From an optimization exercise on the open Yosys and OpenROAD flow, aimed at small area; shortcuts taken in it are not production practice.
Only simulation tests tie the RTL to the original design; equivalence was not proved.
Power figures rest on the tool's default switching activity, not on a simulated workload.

== wip/garnet ==
==> flow/design.v <==
`timescale 1ns/1ps
package tcp_pkg;
    localparam int NUM_FLOWS = 4;
    localparam int MAX_SEG   = 64;
endpackage
`timescale 1ns/1ps
`timescale 1ns/1ps
`timescale 1ns/1ps
`timescale 1ns/1ps
`timescale 1ns/1ps
`timescale 1ns/1ps
module tcp_engine (
     input                          clk
    ,input                          rst
    ,input                          rx_hdr_val
    ,input  logic [49:0]            rx_hdr       
    ,output logic                   rx_hdr_rdy
    ,input                          tail_wr_val
    ,input  logic [1:0]             tail_wr_flowid
    ,input  logic [31:0]            tail_wr_ptr
    ,output logic                   tx_pkt_val
    ,output logic [83:0]            tx_pkt       
    ,input                          tx_pkt_rdy
);
    logic [1:0]  p;              
    logic [1:0]  rr;             
    logic        clean;          
    logic [31:0] exp_r  [4];
    logic [31:0] head_r [4];
    logic [30:0] tail_r [4];    
    logic [1:0]  o_flow;
    logic [6:0]  o_len;          
    logic        adv_q;          
    wire [31:0] exp0  = exp_r[0];
    wire [31:0] head0 = head_r[0];
    wire [30:0] tail0 = tail_r[0];
    wire out_done = ~tx_pkt_val | tx_pkt_rdy;
    wire apply    = adv_q & out_done & (o_flow == p);
    wire can_load = out_done & ~adv_q & clean;
    assign rx_hdr_rdy = can_load & (rx_hdr[49:48] == p);
    wire accept   = rx_hdr_val & rx_hdr_rdy;
    wire in_order = rx_hdr[47:16] == exp0;
    wire [16:0] exp_lo   = {1'b0, exp0[15:0]} + {1'b0, rx_hdr[15:0] & {16{accept & in_order}}};
    wire [31:0] next_exp = {exp0[31:16] + {15'b0, exp_lo[16]}, exp_lo[15:0]};
    wire [24:0] th    = tail0[30:6];
    wire [24:0] hh_n  = ~head0[30:6];
    wire [6:0]  dlo   = {1'b0, tail0[5:0]} - {1'b0, head0[5:0]};
    wire [5:0]  d     = dlo[5:0];
    wire        b     = dlo[6];
    wire [24:0] hx    = th ^ hh_n;
    wire [24:0] ho    = th | hh_n;
    wire        hi_eq = (hx[0] == ~b) & (hx[24:1] == ho[23:0]);
    wire        ge64    = ~hi_eq;
    wire        pend    = ge64 | (|d);
    wire [6:0]  seg_len = {ge64, d & {6{~ge64}}};
    wire        my_turn = rr == p;
    wire        send    = can_load & ~accept & my_turn & pend;
    wire [31:0] next_head = head0 + {25'b0, o_len & {7{apply}}};
    wire [1:0]  wpos  = tail_wr_flowid - p - 2'd1;
    wire [30:0] wdata = tail_wr_ptr[30:0] & {31{~rst}};
    always_ff @(posedge clk) begin
        for (int k = 0; k < 3; k++) begin
            exp_r[k]  <= exp_r[k+1];
            head_r[k] <= head_r[k+1];
        end
        exp_r[3]  <= next_exp  & {32{clean}};
        head_r[3] <= next_head & {32{clean}};
        for (int k = 0; k < 4; k++) begin
            if (rst | (tail_wr_val & (wpos == 2'(k))))
                tail_r[k] <= wdata;
            else
                tail_r[k] <= tail_r[(k+1)%4];
        end
    end
    always_ff @(posedge clk) begin
        if (rst) begin
            p          <= '0;
            rr         <= '0;
            clean      <= 1'b0;
            adv_q      <= 1'b0;
            tx_pkt_val <= 1'b0;
        end else begin
            p  <= p + 2'd1;
            if (p == 2'd3)
                clean <= 1'b1;
            if (clean & my_turn & (send | ~pend))
                rr <= rr + 2'd1;
            if (send)
                adv_q <= 1'b1;
            else if (apply)
                adv_q <= 1'b0;
            if (out_done)
                tx_pkt_val <= accept | send;
        end
    end
    always_ff @(posedge clk) begin
        if (can_load) begin
            o_flow <= p;
            o_len  <= seg_len & {7{~accept}};
        end
    end
    wire [1:0] o_pos = o_flow - p;
    assign tx_pkt = {o_flow, head_r[o_pos], exp_r[o_pos], 1'b1, |o_len, 9'b0, o_len};
endmodule
export LEC_CHECK = 0
export CAP_MARGIN = 20
export CORE_MARGIN = 2
export CORE_UTILIZATION = 65
export SLEW_MARGIN = 20
create_clock -name core_clock -period 8.5 [get_ports {clk}]
standard.sh (not shown) runs the stock make flow with config.mk's settings and CLKGATE_MAP_FILE= SYNTH_SCRIPT=/design/flow/synth_recipe.tcl, a recipe that flattens the netlist after the stock synthesis.
==> flow/flow/run.sh <==
#!/bin/bash
# The standard layout (standard.sh) with these changes:
#  - synthesis is ORFS's synth.tcl unchanged except that ABC maps the
#    combinational logic with flow/abc.script (area-oriented, delay relaxed),
#    adders are left to Yosys's default lowering and ABC (no Kogge-Stone
#    extra map, no full-adder extraction); registers, their names and cell
#    types are those of the standard synthesis;
#  - the port buffers are the smallest buffer cell;
#  - clock tree synthesis inserts no dummy loads.
set -euo pipefail
here=$(pwd)
sed 's#^\([[:space:]]*\)log_cmd abc {\*}\$abc_args#\1set abc_args [lreplace $abc_args 1 1 '"$here"'/flow/abc.script]\n\1log_cmd abc {*}$abc_args#' \
    "$FLOW_HOME/scripts/synth.tcl" > "$here/synth_area.tcl"
grep -q "flow/abc.script" "$here/synth_area.tcl"
sed 's#source \$::env(SCRIPTS_DIR)/synth.tcl#source '"$here"'/synth_area.tcl#' \
    "$here/synth_recipe.tcl" > "$here/synth_recipe_area.tcl"
grep -q "synth_area.tcl" "$here/synth_recipe_area.tcl"
bash standard.sh SYNTH_SCRIPT="$here/synth_recipe_area.tcl" \
    ADDER_MAP_FILE= SYNTH_OPERATIONS_ARGS=-noshare \
    BUFFER_PORTS_ARGS="-buffer_cell sky130_fd_sc_hd__buf_1" \
    CTS_ARGS="-sink_clustering_enable -repair_clock_nets -sink_clustering_size 18 -sink_clustering_max_diameter 60 -buf_list sky130_fd_sc_hd__clkbuf_8 -dont_use_dummy_load" \
    finish > standard_flow.log 2>&1
==> flow/flow/abc.script <==
&get -n
&st
&dch
&nf -R 1000
&put
topo
stime -c
wip/garnet: no failed stages, no open violations at the end
[inputs] wip/fjord vs wip/garnet
- putting CTS_BUF_LIST at sky130_fd_sc_hd__clkbuf_16 where nothing was set
- putting CTS_CLUSTER_DIAMETER at 80 where nothing was set
- putting CTS_CLUSTER_SIZE at 30 where nothing was set
--- a/flow/flow/run.sh
+++ b/flow/flow/run.sh
@@ -2 +2 @@
-# The standard layout (standard.sh) with these changes:
+# The standard layout (standard.sh) with two changes:
@@ -4,4 +4,2 @@
-#    combinational logic with flow/abc.script (area-oriented, delay relaxed),
-#    adders are left to Yosys's default lowering and ABC (no Kogge-Stone
-#    extra map, no full-adder extraction); registers, their names and cell
-#    types are those of the standard synthesis;
+#    combinational logic with flow/abc.script (area-oriented, delay relaxed);
+#    registers, their names and cell types are those of the standard synthesis;
@@ -19 +16,0 @@
-    ADDER_MAP_FILE= SYNTH_OPERATIONS_ARGS=-noshare \
==> comparison <==
- The lower combined global-route utilization of all metal layers came out of wip/garnet.
- STATUS global-route wire length before repair: wip/fjord loses against wip/garnet
- wip/fjord vs wip/garnet: post-route standard cell area excluding fillers up by a few percent
- wip/fjord vs wip/garnet — worst slew slack as a fraction of its limit dropped 14 points.
- wip/fjord ended up with a lower relative area change from synthesis to final layout than wip/garnet did.
### wip/fjord -> wip/tundra
- CTS_CLUSTER_DIAMETER removed (was 80)
- CTS_CLUSTER_SIZE removed (was 30)
- CTS_BUF_LIST removed (was sky130_fd_sc_hd__clkbuf_16)
- CORE_UTILIZATION changed from 65 to 75
--- a/flow/flow/run.sh
+++ b/flow/flow/run.sh
@@ -2 +2 @@
-# The standard layout (standard.sh) with two changes:
+# The standard layout (standard.sh) with these changes:
@@ -4,2 +4,4 @@
-#    combinational logic with flow/abc.script (area-oriented, delay relaxed);
-#    registers, their names and cell types are those of the standard synthesis;
+#    combinational logic with flow/abc.script (area-oriented, delay relaxed),
+#    adders are left to Yosys's default lowering and ABC (no Kogge-Stone
+#    extra map, no full-adder extraction); registers, their names and cell
+#    types are those of the standard synthesis;
@@ -16,0 +19 @@
+    ADDER_MAP_FILE= SYNTH_OPERATIONS_ARGS=-noshare \
@@ -18 +21 @@
-    CTS_ARGS="-sink_clustering_enable -repair_clock_nets -sink_clustering_size 18 -sink_clustering_max_diameter 60 -buf_list sky130_fd_sc_hd__clkbuf_8 -dont_use_dummy_load" \
+    CTS_ARGS="-sink_clustering_enable -repair_clock_nets -sink_clustering_size 10 -sink_clustering_max_diameter 40 -buf_list sky130_fd_sc_hd__clkbuf_4 -dont_use_dummy_load" \
--- outcome ---
[compare] base=wip/fjord new=wip/tundra: global-route met3 utilization rose 1.3 points, power now smaller.
Number of different library cells in the post-synthesis netlist (wip/tundra vs. wip/fjord) increases by more than 10%
Measured against wip/fjord, the number of clock buffer instances in the layout of wip/tundra comes out at 1.7 times the reference value.
What wip/ember does differently from wip/tundra at the input level:
- swapping 75 for 65 in CORE_UTILIZATION
--- a/flow/flow/run.sh
+++ b/flow/flow/run.sh
@@ -21 +21 @@
-    CTS_ARGS="-sink_clustering_enable -repair_clock_nets -sink_clustering_size 10 -sink_clustering_max_diameter 40 -buf_list sky130_fd_sc_hd__clkbuf_4 -dont_use_dummy_load" \
+    CTS_ARGS="-sink_clustering_enable -repair_clock_nets -sink_clustering_size 12 -sink_clustering_max_diameter 50 -buf_list sky130_fd_sc_hd__clkbuf_4 -dont_use_dummy_load" \
## What came out
Relative to wip/tundra, the count of plain and timing-repair buffers of wip/ember is higher by 0.57%. The setup slack of wip/ember exceeds that of wip/tundra by 0.13 ns. Clock share of power (wip/ember over wip/tundra): decrease, 1.4 points. Sort wip/ember and wip/tundra by total power, descending, and wip/tundra comes first. wip/ember ended with less cell-internal power than wip/tundra. In wip/ember, overall routed net length is lower than in wip/tundra. wip/ember packs its core looser than wip/tundra. Status: unique cell type count in the Yosys netlist parity (wip/tundra, wip/ember). wip/tundra -> wip/ember: number of cells on the worst reg-to-reg path delta 0, exact match.
### wip/ember -> wip/umber
- changing CORE_UTILIZATION from 65 to 75
--- a/flow/flow/run.sh
+++ b/flow/flow/run.sh
@@ -21 +21 @@
-    CTS_ARGS="-sink_clustering_enable -repair_clock_nets -sink_clustering_size 12 -sink_clustering_max_diameter 50 -buf_list sky130_fd_sc_hd__clkbuf_4 -dont_use_dummy_load" \
+    CTS_ARGS="-sink_clustering_enable -repair_clock_nets -sink_clustering_size 14 -sink_clustering_max_diameter 50 -buf_list sky130_fd_sc_hd__clkbuf_8 -dont_use_dummy_load" \
Results
- wip/ember fits on a die that is larger than the die of wip/umber.
- For the routability-driven placement congestion ratio, wip/umber came in about 4% higher than wip/ember did.
- Diff wip/ember -> wip/umber | portion of the clock cycle consumed by the worst path in the final layout | increase of 3.9 points

-- separate check: timing with driven ports --
The results above use ideal ports. As a check the final layouts listed here were re-extracted and re-timed, cells and wires unchanged. Step 1 assumes that a clkbuf_16 drives the clock port and a buf_2 every other input. Step 2, shift: input delay + t, output delay - t, t = (earliest + latest rising clock arrival at the registers) / 2. This alone moves slack from input paths to output paths. Slacks: ideal ports / drivers / drivers and shift; pairs: ideal ports / drivers.
run	t, ns	setup WS [ns]	slew at the worst register clock pin (ns)	worst slew at a driven data input, ns
wip/garnet	0.603	1.721 / 1.742 / 1.139	0.11 / 0.11	0.04
wip/fjord	0.599	1.530 / 1.549 / 0.950	0.11 / 0.11	0.05
wip/tundra	0.688	1.661 / 1.671 / 0.984	0.11 / 0.11	0.04
wip/ember	0.659	1.791 / 1.810 / 1.151	0.12 / 0.12	0.04
wip/umber	0.562	1.456 / 1.469 / 0.906	0.09 / 0.09	0.04
After both steps setup and hold are still met in every run listed. For wip/tundra, which loses most, drivers alone change the setup slack by +0.010 ns; drivers and shift together by -0.677 ns.
